Source: an optimization exercise on an open RTL-to-GDS flow (aim: small area, a short achievable clock period and few clock cycles per item). Production flows keep margins and buffers that such runs may drop.
RTL that was checked went through simulation tests only; none was proved equivalent to the original.

// rgb_hue_shifter
module rgb_hue_shifter (
  input  logic        clk,
  input  logic        rst_n,
  input  logic        in_tvalid,
  output logic        in_tready,
  input  logic [23:0] in_tdata,    
  output logic        out_tvalid,
  input  logic        out_tready,
  output logic [55:0] out_tdata,   
  input  logic        cfg_psel,
  input  logic        cfg_penable,
  input  logic        cfg_pwrite,
  input  logic [2:0]  cfg_paddr,
  input  logic [31:0] cfg_pwdata,
  output logic [31:0] cfg_prdata,
  output logic        cfg_pready
);
  logic rst_q;
  logic irst;
  logic vrst;
  always_ff @(posedge clk) rst_q <= rst_n;
  assign irst = !rst_q;
  assign vrst = !rst_n || !rst_q;
  logic [15:0] off_r;
  logic [17:0] off3_r;
  logic [15:0] rd_r;
  always_ff @(posedge clk) begin
    if (!rst_n) begin
      off_r <= 16'h0000;
    end else if (cfg_psel && cfg_penable && cfg_pwrite && !cfg_paddr[2]) begin
      off_r <= cfg_pwdata[15:0];
    end
  end
  always_ff @(posedge clk) off3_r <= {2'b00, off_r} + {1'b0, off_r, 1'b0};
  always_ff @(posedge clk) rd_r <= cfg_paddr[2] ? 16'h0000 : off_r;
  assign cfg_prdata = {16'h0000, rd_r};
  assign cfg_pready = 1'b1;
  logic en;
  logic o_v;
  logic rdy_r;
  assign en        = !o_v || out_tready;
  assign in_tready = rdy_r;
  logic       s0_v;
  logic [7:0] s0_r, s0_g, s0_b;
  logic       s0_rg, s0_rb, s0_gb;
  logic       i_rg, i_rb, i_gb;
  logic       sk_v;
  logic [26:0] sk_d, in_x;
  logic       acc;
  assign i_rg = in_tdata[7:0] >= in_tdata[15:8];
  assign i_rb = in_tdata[7:0] >= in_tdata[23:16];
  assign i_gb = in_tdata[15:8] >= in_tdata[23:16];
  assign in_x = {i_gb, i_rb, i_rg, in_tdata};
  assign acc  = in_tvalid && rdy_r;
  always_ff @(posedge clk) begin
    if (vrst) begin
      sk_v  <= 1'b0;
      rdy_r <= 1'b0;
    end else begin
      sk_v  <= !en && (sk_v || acc);
      rdy_r <= en || !(sk_v || acc);
    end
  end
  always_ff @(posedge clk) begin
  ...
export LEC_CHECK = 0
export ABC_AREA = 1
export CAP_MARGIN = 20
export CORE_MARGIN = 2
export CORE_UTILIZATION = 40
export CTS_CLUSTER_DIAMETER = 100
export CTS_CLUSTER_SIZE = 30
export SLEW_MARGIN = 20
create_clock -name core_clock -period 10.0 [get_ports {clk}]
standard.sh (not shown) runs the stock make flow with config.mk's settings and CLKGATE_MAP_FILE= SYNTH_SCRIPT=/design/flow/synth_recipe.tcl, a recipe that flattens the netlist after the stock synthesis.
==> flow/flow/run.sh <==
#!/bin/bash
set -euo pipefail
bash standard.sh SETUP_SLACK_MARGIN=6.7 TNS_END_PERCENT=100 finish > standard.log 2>&1
Testbench counts at the start, summed over its fixed seeds: cycles 32,888, items 32,768.
Rerun with:
==> flow/flow/run.sh (replaced) <==
#!/bin/bash
set -euo pipefail
bash standard.sh SETUP_SLACK_MARGIN=6.5 TNS_END_PERCENT=100 finish > standard.log 2>&1
CTS_CLUSTER_SIZE = 20   (was 30)
Sequential share of layout area came out higher by 1.7 points.
Final area came out lower by about 4%.
Routed wire length goes down by about 4%.
Worst hold slack is better by 11 ps.
Setup slack got worse by 72 ps.
Synthesized area stays the same.
Clock skew drops by 12 ps.
Rerun with:
CTS_CLUSTER_DIAMETER = 60   (was 100)
CTS_CLUSTER_SIZE = 30   (was 20)
Critical path depth shrinks by 2.
Sequential share of layout area came out lower by 1.1 points.
Worst setup slack improved by 77 ps.
Die area is unchanged.
Hold slack gets worse by 13 ps.
Register-to-register slack improved by 80 ps.
Fmax rises by 2.2%.
Non-clock buffer count climbs by 4.
Via count goes up by 0.83%.
Rerun with:
CTS_CLUSTER_DIAMETER = 100   (was 60)
Outcome:
- hold slack improved by 16 ps
- via count drops by 1.2%

---

Another version of the RTL of rgb_hue_shifter (not shown whole).
For scale: ~990 flip-flops, ~160 I/O pins, ~67000 um2 of cells after synthesis.
Settings: LEC_CHECK=0, ABC_AREA=1, CAP_MARGIN=20, CORE_MARGIN=2, CORE_UTILIZATION=40, SLEW_MARGIN=20; clock period 10.0 ns.
run.sh (not shown) runs the stock make flow with config.mk's settings and CLKGATE_MAP_FILE= SYNTH_SCRIPT=/design/flow/synth_recipe.tcl, a recipe that flattens the netlist after the stock synthesis.
Stock flow here: none of the scripts above is used.
The baseline ran to the end with no violations.
Next try:
- ABC_AREA: 1 -> unset
=> Via count is lower by 19%. Clock skew rose by 0.016 ns. Global-route usage came out lower by 3.3 points. Cell area came out lower by 4.8%. Wire length shrinks by 23%. Final cell count went down by 20%. Die area goes down by 5.3%. Worst setup slack improved by 0.32 ns.
No functional check of the RTL was part of any run of this note.

---

rgb_hue_shifter, a different RTL version from the one above (not shown whole).
Size in the first run: ~5500 cells after synthesis.
clock: 10.0 ns
lec_check: 0
cap_margin: 20
core_margin: 2
core_utilization: 40
slew_margin: 20
The starting point went through all stages and came out clean.
Testbench counts at the start, summed over its fixed seeds: cycles 32,888, items 32,768.
Edit:
- SETUP_SLACK_MARGIN: default -> 5
- TNS_END_PERCENT: default -> 100
After rerunning: The new run ran to the end with no violations; cell area came out higher by 3.1%; global-route usage came out higher by 0.33 points; setup slack gets better by 800 ps; hold slack is better by 3.8 ps.

---

== amber ==
Another version of the RTL of rgb_hue_shifter (not shown whole).
For scale: about 920 flip-flops, ~160 I/O pins, roughly 56000 um2 of cells after synthesis.
clock: 10.0 ns
lec_check: 0
abc_area: 1
cap_margin: 20
core_margin: 2
core_utilization: 60
cts_cluster_diameter: 100
cts_cluster_size: 30
place_density: 0.75
slew_margin: 20
standard.sh (not shown) runs the stock make flow with config.mk's settings and CLKGATE_MAP_FILE= SYNTH_SCRIPT=/design/flow/synth_recipe.tcl, a recipe that flattens the netlist after the stock synthesis.
==> flow/flow/run.sh <==
#!/bin/bash
set -euo pipefail
bash standard.sh SETUP_SLACK_MARGIN=6.5 TNS_END_PERCENT=100 finish > standard.log 2>&1
Changes in cedar relative to amber:
- swapping 60 for 40 in CORE_UTILIZATION
==> notes.md <==
- Final checks on cedar, whose flow otherwise completed, came back failing, citing antenna rules.
- [compare] base=amber new=cedar: slack of the worst reg-to-reg path ~0 delta, area of all placed cells without fillers +1100 um2.
- Re post-cts gate resize count: cedar is 26 up on amber.
- Comparing cedar and amber, the higher wire length of the first global-routing pass is on cedar.
No functional check of the RTL was part of any run of this note.

---

rgb_hue_shifter, a different RTL version from the one above (not shown whole).
Size: roughly 950 flip-flops, roughly 61000 um^2 of cells after synthesis.
Design rgb_hue_shifter, start of the top module:
module rgb_hue_shifter (
  input  logic        clk,
  input  logic        rst_n,
  input  logic        in_tvalid,
  output logic        in_tready,
  input  logic [23:0] in_tdata,    
  output logic        out_tvalid,
  input  logic        out_tready,
  output logic [55:0] out_tdata,   
  input  logic        cfg_psel,
  input  logic        cfg_penable,
  input  logic        cfg_pwrite,
  input  logic [2:0]  cfg_paddr,
  input  logic [31:0] cfg_pwdata,
  output logic [31:0] cfg_prdata,
  output logic        cfg_pready
);
Settings: LEC_CHECK=0, ABC_AREA=1, CAP_MARGIN=20, CORE_MARGIN=2, CORE_UTILIZATION=40, CTS_CLUSTER_DIAMETER=100, CTS_CLUSTER_SIZE=30, SLEW_MARGIN=20; clock period 10.0 ns.
==> flow/flow/run.sh <==
#!/bin/bash
set -euo pipefail
bash standard.sh SETUP_SLACK_MARGIN=6.8 TNS_END_PERCENT=100 finish > standard.log 2>&1
Edit:
==> flow/flow/run.sh (replaced) <==
#!/bin/bash
set -euo pipefail
bash standard.sh SETUP_SLACK_MARGIN=6.5 TNS_END_PERCENT=100 finish > standard.log 2>&1
The new run ran to the end with no violations.
Wire length goes down by 5.1%.
Fmax goes down by 3.9%.
Final cell count goes down by 3.6%.
Final area goes down by 6.6%.
Die area is unchanged.
Via count goes down by 3.8%.
No functional check of the RTL was part of any run of this note.

-- what the ideal ports hide --
The flow's constraints put no driver on any port. The routed layouts listed below were extracted and timed again, unchanged, in two steps. Step 1 (the two cells are an assumption about what drives the block):
set clk [get_ports {clk}]
set_driving_cell -lib_cell sky130_fd_sc_hd__clkbuf_16 $clk
set_driving_cell -lib_cell sky130_fd_sc_hd__buf_2 [delete_from_list [all_inputs] $clk]
Step 2 moves the port delays by t, midway between the first and last clock arrival at a register: inputs arrive t later, outputs are due t later. That takes back most of the time a late clock gives input paths. Slacks: ideal ports / drivers / drivers and shift; pairs: ideal ports / drivers.
run | t (ns) | slack for setup (ns) | worst setup path at the end | clock arrival spread, ns | worst register clock-pin slew, ns
the first run of note 1 | 0.758 | 6.528 / 6.528 / 6.092 | input to register | 0.058 / 0.058 | 0.12 / 0.12
the second run of note 1 | 0.786 | 6.455 / 6.455 / 5.835 | input to register | 0.046 / 0.046 | 0.09 / 0.09
the third run of note 1 | 0.793 | 6.532 / 6.517 / 5.817 | input to register | 0.054 / 0.054 | 0.08 / 0.08
the fourth run of note 1 | 0.771 | 6.550 / 6.531 / 5.860 | input to register | 0.048 / 0.048 | 0.12 / 0.12
the first run of note 2 | 0.794 | 5.084 / 5.084 / 5.084 | register to register | 0.060 / 0.060 | 0.07 / 0.07
the second run of note 2 | 0.794 | 5.403 / 5.403 / 5.373 | input to register | 0.077 / 0.077 | 0.07 / 0.07
the first run of note 3 | 0.798 | 3.657 / 3.657 / 3.657 | register to register | 0.079 / 0.079 | 0.07 / 0.07
the second run of note 3 | 0.781 | 4.457 / 4.457 / 4.457 | register to register | 0.077 / 0.077 | 0.07 / 0.07
amber | 0.670 | 6.475 / 6.480 / 5.848 | input to register | 0.034 / 0.034 | 0.12 / 0.12
cedar | 0.732 | 6.463 / 6.501 / 5.784 | input to register | 0.043 / 0.043 | 0.11 / 0.11
the first run of note 5 | 0.747 | 6.698 / 6.621 / 6.100 | input to register | 0.066 / 0.066 | 0.12 / 0.12
the second run of note 5 | 0.746 | 6.565 / 6.551 / 5.893 | input to register | 0.061 / 0.062 | 0.12 / 0.12
The setup slack of the third run of note 1, which loses most, moves by -0.015 ns with the drivers and by -0.715 ns with both steps.
